From an optimization exercise on the open Yosys and OpenROAD flow, aimed at small area, a short achievable clock period and few clock cycles; shortcuts taken in it are not production practice. Function was checked by simulation only, so behaviour that the tests miss may differ from the original. Power is estimated from default activity; no workload was simulated.

--- flow/config.mk ---
export PLATFORM = sky130hd
export DESIGN_NAME = axi_lite_multi_channel_stream_bridge
export DESIGN_NICKNAME = axi_lite_multi_channel_stream_bridge
export VERILOG_FILES = /design/flow/design.v
export SDC_FILE = /design/flow/constraint.sdc
export NUM_CORES = 4
export LEC_CHECK = 0
export CAP_MARGIN = 20
export CORE_MARGIN = 2
export CORE_UTILIZATION = 45
export PLACE_DENSITY = 0.6
export SLEW_MARGIN = 20
--- flow/constraint.sdc ---
create_clock -name core_clock -period 5.0 [get_ports {S_AXI_ACLK}]
set_input_delay 1.0000 -clock core_clock [delete_from_list [all_inputs] [get_ports {S_AXI_ACLK}]]
set_output_delay 1.0000 -clock core_clock [all_outputs]
set_load 0.01 [all_outputs]
--- flow/design.v ---
`default_nettype none
module axi_lite_multi_channel_stream_bridge #(
  parameter int NUM_CHANNELS = 4,
  parameter int WORD_WIDTH   = 32,
  parameter int FIFO_DEPTH   = 8,
  parameter int ADDR_WIDTH   = 8
) (
  input  logic                               S_AXI_ACLK,
  input  logic                               S_AXI_ARESETN,
  input  logic [ADDR_WIDTH-1:0]              s_axi_awaddr,
  input  logic [2:0]                         s_axi_awprot,
  input  logic                               s_axi_awvalid,
  output logic                               s_axi_awready,
  input  logic [31:0]                        s_axi_wdata,
  input  logic [3:0]                         s_axi_wstrb,
  input  logic                               s_axi_wvalid,
  output logic                               s_axi_wready,
  output logic [1:0]                         s_axi_bresp,
  output logic                               s_axi_bvalid,
  input  logic                               s_axi_bready,
  input  logic [ADDR_WIDTH-1:0]              s_axi_araddr,
  input  logic [2:0]                         s_axi_arprot,
  input  logic                               s_axi_arvalid,
  output logic                               s_axi_arready,
  output logic [31:0]                        s_axi_rdata,
  output logic [1:0]                         s_axi_rresp,
  output logic                               s_axi_rvalid,
  input  logic                               s_axi_rready,
  output logic [NUM_CHANNELS*WORD_WIDTH-1:0] tx_data,
  output logic [NUM_CHANNELS-1:0]            tx_valid,
  input  logic [NUM_CHANNELS-1:0]            tx_ready,
  input  logic [NUM_CHANNELS*WORD_WIDTH-1:0] rx_data,
  input  logic [NUM_CHANNELS-1:0]            rx_valid,
  output logic [NUM_CHANNELS-1:0]            rx_ready,
  output logic                               array_enable,
  input  logic                               array_halted
);
  localparam int         AW          = $clog2(FIFO_DEPTH);
  localparam int         PW          = AW + 1;
  localparam logic [1:0] RESP_OKAY   = 2'b00;
  localparam logic [1:0] RESP_SLVERR = 2'b10;
  localparam logic [1:0] RESP_DECERR = 2'b11;
  typedef enum logic [1:0] {W_IDLE, W_ACCEPT, W_RESP} wstate_e;
  typedef enum logic [1:0] {R_IDLE, R_ACCEPT, R_DATA} rstate_e;
  wstate_e wstate_q, wstate_d;
  rstate_e rstate_q, rstate_d;
  logic [1:0]  bresp_q, bresp_d, rresp_q, rresp_d;
  logic [31:0] rdata_q, rdata_d;
  logic        enable_q, flush_q, live_q;
  logic [WORD_WIDTH-1:0] tx_mem_q [NUM_CHANNELS][FIFO_DEPTH];
  logic [WORD_WIDTH-1:0] rx_mem_q [NUM_CHANNELS][FIFO_DEPTH];
  logic [PW-1:0] tx_wr_q [NUM_CHANNELS];
  logic [PW-1:0] tx_rd_q [NUM_CHANNELS];
  logic [PW-1:0] rx_wr_q [NUM_CHANNELS];
  logic [PW-1:0] rx_rd_q [NUM_CHANNELS];
  logic [NUM_CHANNELS-1:0] w_tx_empty, w_tx_full, w_rx_empty, w_rx_full;
  logic [NUM_CHANNELS-1:0] w_tx_push, w_tx_pop, w_rx_push, w_rx_pop;
  logic [NUM_CHANNELS-1:0] w_wr_sel, w_rd_sel;
  logic [5:0]  w_wr_idx, w_rd_idx;
  logic        w_wr_ch_ok, w_rd_ch_ok, w_wr_en, w_rd_en, w_ctrl_wr;
  logic [1:0]  w_wr_resp, w_rd_resp;
  logic [31:0] w_rd_data;
  logic        w_unused;
  assign w_wr_idx   = s_axi_awaddr[7:2];
  assign w_rd_idx   = s_axi_araddr[7:2];
  assign w_wr_ch_ok = int'(w_wr_idx[3:0]) < NUM_CHANNELS;
  assign w_rd_ch_ok = int'(w_rd_idx[3:0]) < NUM_CHANNELS;
  assign w_ctrl_wr  = w_wr_en && (w_wr_idx == 6'd0) && s_axi_wstrb[0];
  assign w_unused   = ^{s_axi_awprot, s_axi_arprot, s_axi_wdata, s_axi_wstrb,
                        s_axi_awaddr, s_axi_araddr};
  generate
    for (genvar c = 0; c < NUM_CHANNELS; c++) begin : g_ch
      assign w_wr_sel[c]   = (w_wr_idx[3:0] == 4'(c));
      assign w_rd_sel[c]   = (w_rd_idx[3:0] == 4'(c));
      assign w_tx_empty[c] = (tx_wr_q[c] == tx_rd_q[c]);
      assign w_tx_full[c]  = ((tx_wr_q[c] - tx_rd_q[c]) == PW'(FIFO_DEPTH));
      assign w_rx_empty[c] = (rx_wr_q[c] == rx_rd_q[c]);
      assign w_rx_full[c]  = ((rx_wr_q[c] - rx_rd_q[c]) == PW'(FIFO_DEPTH));
      assign tx_data[c*WORD_WIDTH +: WORD_WIDTH] = tx_mem_q[c][tx_rd_q[c][AW-1:0]];
      assign tx_valid[c]   = !w_tx_empty[c];
      assign rx_ready[c]   = !w_rx_full[c] && live_q;
      assign w_tx_pop[c]   = tx_valid[c] && tx_ready[c];
      assign w_rx_push[c]  = rx_valid[c] && rx_ready[c];
      assign w_tx_push[c]  = w_wr_en && (w_wr_idx[5:4] == 2'b01) && w_wr_ch_ok
                             && w_wr_sel[c] && !w_tx_full[c];
      assign w_rx_pop[c]   = w_rd_en && (w_rd_idx[5:4] == 2'b10) && w_rd_ch_ok
                             && w_rd_sel[c] && !w_rx_empty[c];
    end
  endgenerate
  always_ff @(posedge S_AXI_ACLK) begin
    for (int c = 0; c < NUM_CHANNELS; c++) begin
      if (w_tx_push[c]) tx_mem_q[c][tx_wr_q[c][AW-1:0]] <= s_axi_wdata[WORD_WIDTH-1:0];
      if (w_rx_push[c]) rx_mem_q[c][rx_wr_q[c][AW-1:0]] <= rx_data[c*WORD_WIDTH +: WORD_WIDTH];
    end
  end
  always_ff @(posedge S_AXI_ACLK) begin
    for (int c = 0; c < NUM_CHANNELS; c++) begin
      if (!S_AXI_ARESETN || flush_q) begin
        tx_wr_q[c] <= '0;
        tx_rd_q[c] <= '0;
        rx_wr_q[c] <= '0;
        rx_rd_q[c] <= '0;
      end else begin
        if (w_tx_push[c]) tx_wr_q[c] <= tx_wr_q[c] + PW'(1);
        if (w_tx_pop[c])  tx_rd_q[c] <= tx_rd_q[c] + PW'(1);
        if (w_rx_push[c]) rx_wr_q[c] <= rx_wr_q[c] + PW'(1);
        if (w_rx_pop[c])  rx_rd_q[c] <= rx_rd_q[c] + PW'(1);
      end
    end
  end
  always_ff @(posedge S_AXI_ACLK) begin
    if (!S_AXI_ARESETN) begin
      enable_q <= 1'b0;
      flush_q  <= 1'b0;
      live_q   <= 1'b0;
    end else begin
      live_q  <= 1'b1;
      flush_q <= 1'b0;
      if (w_ctrl_wr) begin
        enable_q <= s_axi_wdata[0];
        flush_q  <= s_axi_wdata[1];
      end
    end
  end
  assign array_enable = enable_q;
  always_comb begin
    w_wr_resp = RESP_DECERR;
    case (w_wr_idx[5:4])
      2'b00:   if (w_wr_idx[3:2] == 2'b00) w_wr_resp = RESP_OKAY;
      2'b01:   if (w_wr_ch_ok) w_wr_resp = |(w_tx_full & w_wr_sel) ? RESP_SLVERR : RESP_OKAY;
      2'b10:   if (w_wr_ch_ok) w_wr_resp = RESP_OKAY;
      default: begin
      end
    endcase
  end
  always_comb begin
    w_rd_resp = RESP_DECERR;
    w_rd_data = '0;
    case (w_rd_idx[5:4])
      2'b00: begin
        w_rd_resp = RESP_OKAY;
        case (w_rd_idx[3:0])
          4'd0:    w_rd_data[0] = enable_q;
          4'd1:    w_rd_data[2:0] = {|(~w_rx_empty), |tx_valid, array_halted};
          4'd2:    w_rd_data[NUM_CHANNELS-1:0] = w_tx_full;
          4'd3:    w_rd_data[NUM_CHANNELS-1:0] = w_rx_empty;
          default: w_rd_resp = RESP_DECERR;
        endcase
      end
      2'b01: if (w_rd_ch_ok) w_rd_resp = RESP_OKAY;
      2'b10: begin
        if (w_rd_ch_ok) begin
          w_rd_resp = |(w_rx_empty & w_rd_sel) ? RESP_SLVERR : RESP_OKAY;
          for (int c = 0; c < NUM_CHANNELS; c++)
            if (w_rd_sel[c] && !w_rx_empty[c])
              w_rd_data[WORD_WIDTH-1:0] = rx_mem_q[c][rx_rd_q[c][AW-1:0]];
        end
      end
      default: begin
      end
    endcase
  end
  always_ff @(posedge S_AXI_ACLK) begin
    if (!S_AXI_ARESETN) begin
      wstate_q <= W_IDLE;
      bresp_q  <= 2'b00;
      rstate_q <= R_IDLE;
      rresp_q  <= 2'b00;
      rdata_q  <= '0;
    end else begin
      wstate_q <= wstate_d;
      bresp_q  <= bresp_d;
      rstate_q <= rstate_d;
      rresp_q  <= rresp_d;
      rdata_q  <= rdata_d;
    end
  end
  always_comb begin
    wstate_d      = wstate_q;
    bresp_d       = bresp_q;
    w_wr_en       = 1'b0;
    s_axi_awready = 1'b0;
    s_axi_wready  = 1'b0;
    s_axi_bvalid  = 1'b0;
    case (wstate_q)
      W_IDLE:   if (s_axi_awvalid && s_axi_wvalid) wstate_d = W_ACCEPT;
      W_ACCEPT: begin
        s_axi_awready = 1'b1;
        s_axi_wready  = 1'b1;
        w_wr_en       = 1'b1;
        bresp_d       = w_wr_resp;
        wstate_d      = W_RESP;
      end
      W_RESP: begin
        s_axi_bvalid = 1'b1;
        if (s_axi_bready) wstate_d = W_IDLE;
      end
      default: wstate_d = W_IDLE;
    endcase
  end
  assign s_axi_bresp = bresp_q;
  always_comb begin
    rstate_d      = rstate_q;
    rresp_d       = rresp_q;
    rdata_d       = rdata_q;
    w_rd_en       = 1'b0;
    s_axi_arready = 1'b0;
    s_axi_rvalid  = 1'b0;
    case (rstate_q)
      R_IDLE:   if (s_axi_arvalid) rstate_d = R_ACCEPT;
      R_ACCEPT: begin
        s_axi_arready = 1'b1;
        w_rd_en       = 1'b1;
        rresp_d       = w_rd_resp;
        rdata_d       = w_rd_data;
        rstate_d      = R_DATA;
      end
      R_DATA: begin
        s_axi_rvalid = 1'b1;
        if (s_axi_rready) rstate_d = R_IDLE;
      end
      default: rstate_d = R_IDLE;
    endcase
  end
  assign s_axi_rresp = rresp_q;
  assign s_axi_rdata = rdata_q;
endmodule
`default_nettype wire
--- flow/run.sh ---
#!/bin/bash
# synth_recipe.tcl (not shown) runs the flow's synth.tcl, then flattens the netlist and writes it again
# the make line also repeats each setting of config.mk as NAME=value (left out here)
make -C /OpenROAD-flow-scripts/flow DESIGN_CONFIG=/design/flow/config.mk WORK_HOME=/design/flow/orfs CLKGATE_MAP_FILE= SYNTH_SCRIPT=/design/flow/synth_recipe.tcl finish
==> reports/metrics.cfg <==
[outcome]
status=complete, no violations

[global_route]
wire_length_of_the_first_global_routing_pass_um=285000
grt_usage_pct=21.1
largest_net_degree_at_the_start_of_global_routing=68
globalRoute.totalOverflow=0
number_of_antenna_violations_at_the_first_check_in_global_routing=48
first_global_vias=40700

[detailed_routing]
wl_per_instance_um=27.3
drc_errors=0
wirelength_um=199000
dr_total_vias=40200
detailedRoute.firstPassIterationCount=5
ant_nets=0
vias_per_cell=5.52
drt_first_iter_violations=3221

[setup_path]
critical-path-top-delay-family=buffers and inverters
timing.critical_path.mode_cell=sky130_fd_sc_hd__nand2_1
worst_path_max_delay_cell=sky130_fd_sc_hd__buf_4
timing.rr.end=tx_mem_q[3][9]
ff2ff_path_depth=10
path_buf_inv=2
timing.critical_path.slowest_cell_delay_ns=0.75
timing_worst_setup_path_type=register to output port
critical_path_arrival_ns=3.39
worst_setup_path_start_kind=register
crit_fanout=62
reg2reg_from=tx_rd_q[3][0]
worst-r2r-setup-slack_ns=1.15
timing.critical_path.to_type=output port
crit_chain=buf_4, mux4_2, nand2_1, nand2_1, clkdlybuf4s50_1
worst_ep_required_time_ns=4.00

[logic_synthesis]
yosys.area.top_type_share_pct=73.8
postSynth.asyncResetShare_pct=0
syn_inst=4110
synth.area.top_cells=sky130_fd_sc_hd__edfxtp_1, sky130_fd_sc_hd__mux4_2, sky130_fd_sc_hd__dfxtp_1
seq_area_frac_synth_pct=76.6
synthDistinctLibCells=73
synth_top_cell_by_area=sky130_fd_sc_hd__edfxtp_1
synth.net_count=4372
postSynth.topFlopCell=sky130_fd_sc_hd__edfxtp_1
synth_seq_cells=2161
syn_area_mm2=0.0833
synth_enable_flop_cells=2048
yosysWarningCount=5
post_synth.cell_area_avg_um2=20.3

[floorplanning]
core_area_mm2=0.183
ios=380
die_area_mm2=0.189
initial_core_util_pct=45.4
fp.dieH_um=434
die_width_um=434
fp-row-count=157

[clocking]
cts_setup_buffers=0
clk_transition_reported_paths_ns=0.06
cts_inserted_buffers=214
cts_root_buf=sky130_fd_sc_hd__clkbuf_16
tritoncts_clock_tree=done
tritoncts_num_sinks=2161
clock_insertion_delay_worst_skew_ns=0.83
holdBufCountCts=0
cts_max_path_buffers=3
cts.htree.levels=4
ctsResizeCount=0

[layout]
drive_gt1_share_pct=22.8
area_overhead_of_the_layout_relative_to_synthesis_pct=17.5
final_nets=4901
fillers=14400
fin_area_mm2=0.0979
finalCoreUtilization_pct=53.4

[sta]
maxClockFrequency_mhz=228
final-max-slew-violation-count=0
report.final.setup_viol=0
final.setup_skew_ns=0.0274
timing.final.hold_violations=0
relSlewSlack_pct=23.7
period_share_pct=87.8
post-route-min-period_ns=4.39
tightest_slew_ns=1.14
rsz0062_at_grt=no
finalWorstSetupSlack_ns=0.610

[placed_design]
finalWeightedCongestion=0.888
dp_slack_ns=0.361
postPlaceCellArea_mm2=0.0910
port_buffers=366
placed_wire_length_estimate_after_detailed_placement_um=119000

[power_and_ir_drop]
part_of_the_total_power_dissipated_in_sequential_elements_pct=54.7
power_density_mw_per_mm2=373
netSwitchingPower_uw=7280
leakage_uw=0.0308
vdd_drop_max_v=0.000271
power_frac_clock_pct=43.0
internal_power_uw=29200
share_comb_of_total_power_pct=2.3
power.share.switching_pct=20.0

[worst_hold_path]
hold_path_startpoint=rstate_q[1]
hold_crit_endpoint=rstate_q[0]
worstHoldPathCells=1
min_path_type=register to register

[job]
timing.max_cap.violations=0

## power groups by stage
stage / clock network, uW / logic, uW / registers [uW]
after CTS: 16000 / 858 / 20000
after global placement: 0 / 832 / 20300
after global routing: 16700 / 912 / 19900
after detailed placement: 0 / 857 / 20300
final: 15700 / 843 / 20000
after floorplan: 0 / 246 / 20300
## logic make-up (layout without fill, tap and decap cells)
group	count (synthesis)	in the layout	synth area share, %
xor+xnor	47	47	0.494
fa+ha+maj	60	60	0.901
mux	627	627	15.3
simple gates	751	751	3.85
flops	2161	2161	76.6
buf+inv	248	956	1.19
other cells	0	7	0
compound gates	216	216	1.68
## per-layer routing
| layer | GRT usage, % | part of all wire (%) | up-vias |
|---|---|---|---|
| met4 | 6.72 | 3.0 | 34 |
| met1 | 27.6 | 41 | 21200 |
| met5 | 0 | 0.10 | - |
| met2 | 35.6 | 51 | 1015 |
| li1 | - | - | 17700 |
| met3 | 3.95 | 5.3 | 307 |
## worst reg2reg max path, delay by kind of cell (launching register included)
family | cells | cell delay, ns
adders and majority gates | 1 | 0.26
buffers and inverters | 2 | 0.67
and+or+nand+nor | 3 | 0.78
DFF | 1 | 0.63
AOI/OAI and AO/OA | 4 | 1.10
## layout by cell type, fill, tap and decap left out, types with 40 or more instances in the layout
cell type	count
sky130_fd_sc_hd__a21oi_1	57
sky130_fd_sc_hd__buf_4	120
sky130_fd_sc_hd__clkbuf_1	42
sky130_fd_sc_hd__clkbuf_16	218
sky130_fd_sc_hd__clkdlybuf4s50_1	363
sky130_fd_sc_hd__clkinv_1	52
sky130_fd_sc_hd__clkinv_2	40
sky130_fd_sc_hd__dfxtp_1	95
sky130_fd_sc_hd__edfxtp_1	2048
sky130_fd_sc_hd__ha_1	60
sky130_fd_sc_hd__inv_1	42
sky130_fd_sc_hd__mux2i_1	77
sky130_fd_sc_hd__mux4_2	515
sky130_fd_sc_hd__nand2_1	426
sky130_fd_sc_hd__nor2_1	157
sky130_fd_sc_hd__o21ai_0	50
## flip-flops by register name (all words and copies together), names as in the netlist, named ones only
| signal | count |
|---|---|
| wstate_q | 2 |
| rstate_q | 2 |
| rdata_q | 32 |
| enable_q | 1 |
| rresp_q | 2 |
| rx_rd_q | 16 |
| bresp_q | 2 |
| rx_mem_q | 1024 |
| flush_q | 1 |
| tx_rd_q | 16 |
| tx_mem_q | 1024 |
| tx_wr_q | 16 |
| rx_wr_q | 16 |
| live_q | 1 |
## synthesized netlist by cell type (5+ instances only)
cell,instances
sky130_fd_sc_hd__a211oi_1,32
sky130_fd_sc_hd__a21oi_1,57
sky130_fd_sc_hd__a31oi_1,5
sky130_fd_sc_hd__and2_1,21
sky130_fd_sc_hd__and3_1,20
sky130_fd_sc_hd__buf_1,57
sky130_fd_sc_hd__buf_2,30
sky130_fd_sc_hd__clkbuf_1,110
sky130_fd_sc_hd__dfxtp_1,113
sky130_fd_sc_hd__edfxtp_1,2048
sky130_fd_sc_hd__ha_1,60
sky130_fd_sc_hd__inv_1,42
sky130_fd_sc_hd__mux2_2,35
sky130_fd_sc_hd__mux2i_1,77
sky130_fd_sc_hd__mux4_2,515
sky130_fd_sc_hd__nand2_1,426
sky130_fd_sc_hd__nand2b_1,11
sky130_fd_sc_hd__nand3_1,20
sky130_fd_sc_hd__nand4_1,11
sky130_fd_sc_hd__nor2_1,183
sky130_fd_sc_hd__nor2b_1,14
sky130_fd_sc_hd__nor3_1,7
sky130_fd_sc_hd__nor3b_1,5
sky130_fd_sc_hd__o21ai_0,50
sky130_fd_sc_hd__o22ai_1,33
sky130_fd_sc_hd__or3_1,7
sky130_fd_sc_hd__xnor2_1,30
sky130_fd_sc_hd__xor2_1,17
## through the flow
stage               hold WS, ns  power, uW  TNS, ns  instances
floorplan                 0.403      20600   -16.75       4110
global placement          0.410      21200        0       6886
detailed placement        0.428      21200        0       6886
CTS                       0.434      36800        0       7281
global route              0.465      37500        0       7284
finish                    0.433      36500        0       7289
## area by class of cell
cell class                      instances  area [um2]  share of cell area [%]
Inverter                               47         176                   0.180
Timing Repair Buffer                  514        5120                    5.24
Antenna cell                            7        17.5                  0.0179
Clock inverter                        135        1230                    1.26
Tap cell                             2464        3080                    3.15
Sequential cell                      2161       63800                    65.2
Multi-Input combinational cell       1701       18800                    19.2
Clock buffer                          260        5610                    5.73
## worst max path at each step
stage | from | to | slack (ns) | cells past startpoint
global placement | s_axi_awaddr[6] | tx_mem_q[0][5] | 0.37 | 10
floorplan | rx_rd_q[2][1] | rx_mem_q[16][0] | -0.17 | 10
global route | tx_rd_q[1][0] | tx_data[60] | 0.38 | 5
finish | tx_rd_q[2][1] | tx_data[64] | 0.61 | 5
CTS | tx_rd_q[1][0] | tx_data[60] | 0.41 | 5
detailed placement | s_axi_awaddr[6] | tx_mem_q[0][5] | 0.36 | 10
Testbench counts, summed over its fixed seeds: cycles 7,205.

-- re-timing with driven ports --
Ports are ideal in the flow. The routed layout listed here was re-timed in OpenROAD.
Step 1, drivers: a clkbuf_16 drives S_AXI_ACLK and a buf_2 each remaining input, both assumed.
Step 2 times the ports against the registers' clock, not the clock port: input delays grow and output delays shrink by t, the midpoint of the rising clock arrivals with the driver on.
Slacks: ideal ports / drivers / drivers and shift; pairs: ideal ports / drivers.
t (ns): 0.904
setup slack, ns: 0.610 / 0.524 / 0.413
cell pins on the clock port's net: 1
After both steps setup and hold are still met in this run. The setup slack of this run moves by -0.086 ns with the drivers and by -0.197 ns with both steps.
